From an optimization exercise on the open Yosys and OpenROAD flow, aimed at small area; shortcuts taken in it are not production practice. Only simulation tests tie the RTL to the original design; equivalence was not proved. Power figures rest on the tool's default switching activity, not on a simulated workload. The clock port is modelled as an ideal driver; clocking choices that lean on that would not hold on a real chip.

## old
// window_generator_3x3
module window_generator_3x3 #(
  parameter int PIXEL_W    = img_pkg::PIXEL_W,
  parameter int IMG_WIDTH  = 256,
  parameter int IMG_HEIGHT = 256
) (
  input  logic                                    clk,
  input  logic                                    reset,
  input  logic [PIXEL_W-1:0]                      i_pixel,
  input  logic                                    i_pixel_valid,
  input  logic                                    i_sof,
  output logic [img_pkg::KERNEL_DIM*img_pkg::KERNEL_DIM*PIXEL_W-1:0] o_pixels,
  output logic                                    o_valid,
  output logic                                    o_frame_done
);
Size in the first run: roughly 4700 cells after synthesis, ~2100 flip-flops, ~61000 um2 of cells after synthesis.
==> flow/config.mk <==
export PLATFORM = sky130hd
export DESIGN_NAME = window_generator_3x3
export DESIGN_NICKNAME = window_generator_3x3
export VERILOG_FILES = /design/flow/design.v
export SDC_FILE = /design/flow/constraint.sdc
export NUM_CORES = 4
export LEC_CHECK = 0
export CAP_MARGIN = 20
export CORE_MARGIN = 2
export CORE_UTILIZATION = 85
export PLACE_DENSITY = 0.92
export SLEW_MARGIN = 20
export SYNTH_HIERARCHICAL = 1
==> flow/constraint.sdc <==
create_clock -name core_clock -period 6.0 [get_ports {clk}]
set_input_delay 1.2000 -clock core_clock [delete_from_list [all_inputs] [get_ports {clk}]]
set_output_delay 1.2000 -clock core_clock [all_outputs]
set_load 0.01 [all_outputs]
standard.sh (not shown) runs the stock make flow with config.mk's settings and CLKGATE_MAP_FILE= SYNTH_SCRIPT=/design/flow/synth_recipe.tcl, a recipe that flattens the netlist after the stock synthesis.
==> flow/flow/run.sh <==
#!/bin/bash
set -euo pipefail
export BUFFER_PORTS_ARGS="-buffer_cell sky130_fd_sc_hd__buf_1"
export CTS_ARGS="-sink_clustering_enable -repair_clock_nets -dont_use_dummy_load -buf_list sky130_fd_sc_hd__clkbuf_16 -sink_clustering_size 33 -sink_clustering_max_diameter 100"
bash standard.sh finish > make.log 2>&1
old completed end to end with timing, DRC and antenna clean.
Inputs modified between old and new:
Settings: a change of CORE_UTILIZATION from 85 to 75; an added CTS_CLUSTER_DIAMETER of 100; a change of PLACE_DENSITY from 0.92 to 0.85; an added CTS_CLUSTER_SIZE of 34; an added CTS_BUF_LIST of sky130_fd_sc_hd__clkbuf_16.
==> flow/flow/run.sh <==
#!/bin/bash
set -euo pipefail
export BUFFER_PORTS_ARGS="-buffer_cell sky130_fd_sc_hd__buf_1"
export CTS_ARGS="-sink_clustering_enable -repair_clock_nets -dont_use_dummy_load -buf_list sky130_fd_sc_hd__clkbuf_16 -sink_clustering_size 34 -sink_clustering_max_diameter 100"
bash standard.sh finish > make.log 2>&1
Results
Compared to old, new has power 1.6% lower.
The worst hold slack was comparable across new and old.
As far as design area is concerned, old and new perform about the same.
Comparing new and old, the lower sequential share of power is on old.
Compared with old, new shows a lower core utilization.

---

The RTL this note starts from:
==> flow/design.v <==
package img_pkg;
  localparam int PIXEL_W    = 4;
  localparam int KERNEL_DIM = 3;
  localparam int WINDOW_W   = KERNEL_DIM * KERNEL_DIM * PIXEL_W;
  function automatic int slot_offset(input int k, input int pw);
    slot_offset = k * pw;
  endfunction
endpackage
module line_buffer #(
  parameter int DEPTH = 253,
  parameter int WIDTH = 4
) (
  input  logic             clk,
  input  logic             en,     
  input  logic             en_n,   
  input  logic             t,      
  input  logic [WIDTH-1:0] din,    
  output logic [WIDTH-1:0] dout    
);
  logic [WIDTH-1:0] q [DEPTH];
  always_ff @(posedge clk) begin
    q[0] <= ~(({WIDTH{en}} & (din ^ {WIDTH{t}})) | ({WIDTH{en_n}} & q[0]));
    for (int k = 1; k < DEPTH; k++) q[k] <= ~(({WIDTH{en}} & q[k-1]) | ({WIDTH{en_n}} & q[k]));
  end
  assign dout = q[DEPTH-1] ^ {WIDTH{t}};
endmodule
module window_generator_3x3 #(
  parameter int PIXEL_W    = img_pkg::PIXEL_W,
  parameter int IMG_WIDTH  = 256,
  parameter int IMG_HEIGHT = 256
) (
  input  logic                                    clk,
  input  logic                                    reset,
  input  logic [PIXEL_W-1:0]                      i_pixel,
  input  logic                                    i_pixel_valid,
  input  logic                                    i_sof,
  output logic [img_pkg::KERNEL_DIM*img_pkg::KERNEL_DIM*PIXEL_W-1:0] o_pixels,
  output logic                                    o_valid,
  output logic                                    o_frame_done
);
  localparam int KD    = img_pkg::KERNEL_DIM;
  localparam int NSLOT = KD * KD;
  localparam int CW    = $clog2(IMG_WIDTH);
  localparam int RW    = $clog2(IMG_HEIGHT);
  localparam logic [CW-1:0] COL_LAST = CW'(IMG_WIDTH - 1);
  localparam logic [RW-1:0] ROW_LAST = RW'(IMG_HEIGHT - 1);
  logic [CW-1:0]      col_cnt, eff_col;
  logic [RW-1:0]      row_cnt, eff_row;
  logic               tgl;
  logic [PIXEL_W-1:0] win [NSLOT];
  logic [PIXEL_W-1:0] lb_out [KD-1];
  always_ff @(posedge clk) tgl <= ~tgl;
  for (genvar i = 0; i < KD - 1; i++) begin : g_lb
    line_buffer #(.DEPTH(IMG_WIDTH - KD), .WIDTH(PIXEL_W)) u_lb (
      .clk  (clk),
      .en   (i_pixel_valid),
      .en_n (~i_pixel_valid),
      .t    (tgl),
      .din  (win[(i+1)*KD]),
      .dout (lb_out[i])
    );
  end
  always_ff @(posedge clk) begin
    if (i_pixel_valid) begin
      for (int r = 0; r < KD; r++)
        for (int c = 0; c < KD - 1; c++)
          win[r*KD + c] <= win[r*KD + c + 1];
      for (int r = 0; r < KD - 1; r++) win[r*KD + KD - 1] <= lb_out[r];
      win[NSLOT-1] <= i_pixel;
    end
  end
  logic col_ge2, row_ge2, col_last, row_last;
  always_comb begin
    col_ge2  = !i_sof && (col_cnt[CW-1:1] != '0);
    row_ge2  = !i_sof && (row_cnt[RW-1:1] != '0);
    col_last = !i_sof && (col_cnt == COL_LAST);
    row_last = !i_sof && (row_cnt == ROW_LAST);
    eff_col  = i_sof ? '0 : col_cnt;
    eff_row  = i_sof ? '0 : row_cnt;
  end
  always_ff @(posedge clk) begin
    if (!reset) begin
      col_cnt <= '0;
      row_cnt <= '0;
    end else if (i_pixel_valid) begin
      col_cnt <= eff_col + 1'b1;
      row_cnt <= eff_row + RW'(col_last);
    end
  end
  always_ff @(posedge clk) begin
    o_valid      <= reset && i_pixel_valid && row_ge2 && col_ge2;
    o_frame_done <= reset && i_pixel_valid && row_last && col_last;
  end
  always_comb begin
    o_pixels = '0;
    for (int k = 0; k < NSLOT; k++) begin
      o_pixels[img_pkg::slot_offset(k, PIXEL_W) +: PIXEL_W] = win[k];
    end
  end
endmodule
Settings: LEC_CHECK=0, CAP_MARGIN=20, CORE_MARGIN=2, CORE_UTILIZATION=65, CTS_BUF_LIST=sky130_fd_sc_hd__clkbuf_16, CTS_CLUSTER_DIAMETER=90, CTS_CLUSTER_SIZE=30, SLEW_MARGIN=20, SYNTH_HIERARCHICAL=1; clock period 6.0 ns.
run.sh (not shown) runs the stock make flow with config.mk's settings and CLKGATE_MAP_FILE= SYNTH_SCRIPT=/design/flow/synth_recipe.tcl, a recipe that flattens the netlist after the stock synthesis.
Stock flow here: none of the scripts above is used.
The first run produced a clean layout.
==> next run, changes <==
==> flow/flow/run.sh (new file) <==
#!/bin/bash
set -euo pipefail
export BUFFER_PORTS_ARGS="-buffer_cell sky130_fd_sc_hd__buf_1"
export CTS_ARGS="-sink_clustering_enable -repair_clock_nets -dont_use_dummy_load -buf_list sky130_fd_sc_hd__clkbuf_16 -sink_clustering_size 30 -sink_clustering_max_diameter 90"
bash standard.sh finish > make.log 2>&1
==> flow/standard.sh (new file) <==
#!/bin/bash
# synth_recipe.tcl (not shown) runs the flow's synth.tcl, then flattens the netlist and writes it again
# the make line also repeats each setting of config.mk as NAME=value (left out here)
make -C /OpenROAD-flow-scripts/flow DESIGN_CONFIG=/design/flow/config.mk WORK_HOME=/design/flow/orfs CLKGATE_MAP_FILE= SYNTH_SCRIPT=/design/flow/synth_recipe.tcl "${@:-finish}"
removed: flow/run.sh
After rerunning:
- first-iteration DRC count falls by 6.9%
- global-route usage rises by 0.32 points
- die area does not change
- routed wire length is about the same
- utilization falls by 0.30 points
- clock power falls by about 2%
- sequential cell count does not change
- non-clock buffer count rises by 11
- synthesized cell count stays the same
- worst setup slack got worse by 0.11 ns

[afterwards: timing with drivers on the ports]
The flow's constraints put no driver on any port. The routed layouts listed below were extracted and timed again, unchanged, in two steps.
Step 1 assumes that a clkbuf_16 drives the clock port and a buf_2 every other input.
Step 2 times the ports against the registers' clock, not the clock port: input delays grow and output delays shrink by t, the midpoint of the rising clock arrivals with the driver on.
a / b / c = ideal ports / drivers / drivers and shift; a / b = the first two.
run | t (ns) | slack for setup (ns) | worst setup path after step 2 | clock arrival spread, ns | worst register clock-pin slew, ns
old | 0.717 | 3.044 / 3.076 / 2.359 | input to register | 0.037 / 0.036 | 0.12 / 0.12
new | 0.675 | 3.038 / 3.076 / 2.400 | input to register | 0.071 / 0.071 | 0.12 / 0.12
the first run of note 2 | 0.728 | 2.985 / 3.036 / 2.308 | input to register | 0.030 / 0.030 | 0.11 / 0.11
the second run of note 2 | 0.712 | 2.877 / 2.919 / 2.208 | input to register | 0.059 / 0.059 | 0.11 / 0.11
After both steps every run listed still meets setup and hold. The setup slack of old, which loses most, moves by +0.032 ns with the drivers and by -0.685 ns with both steps.
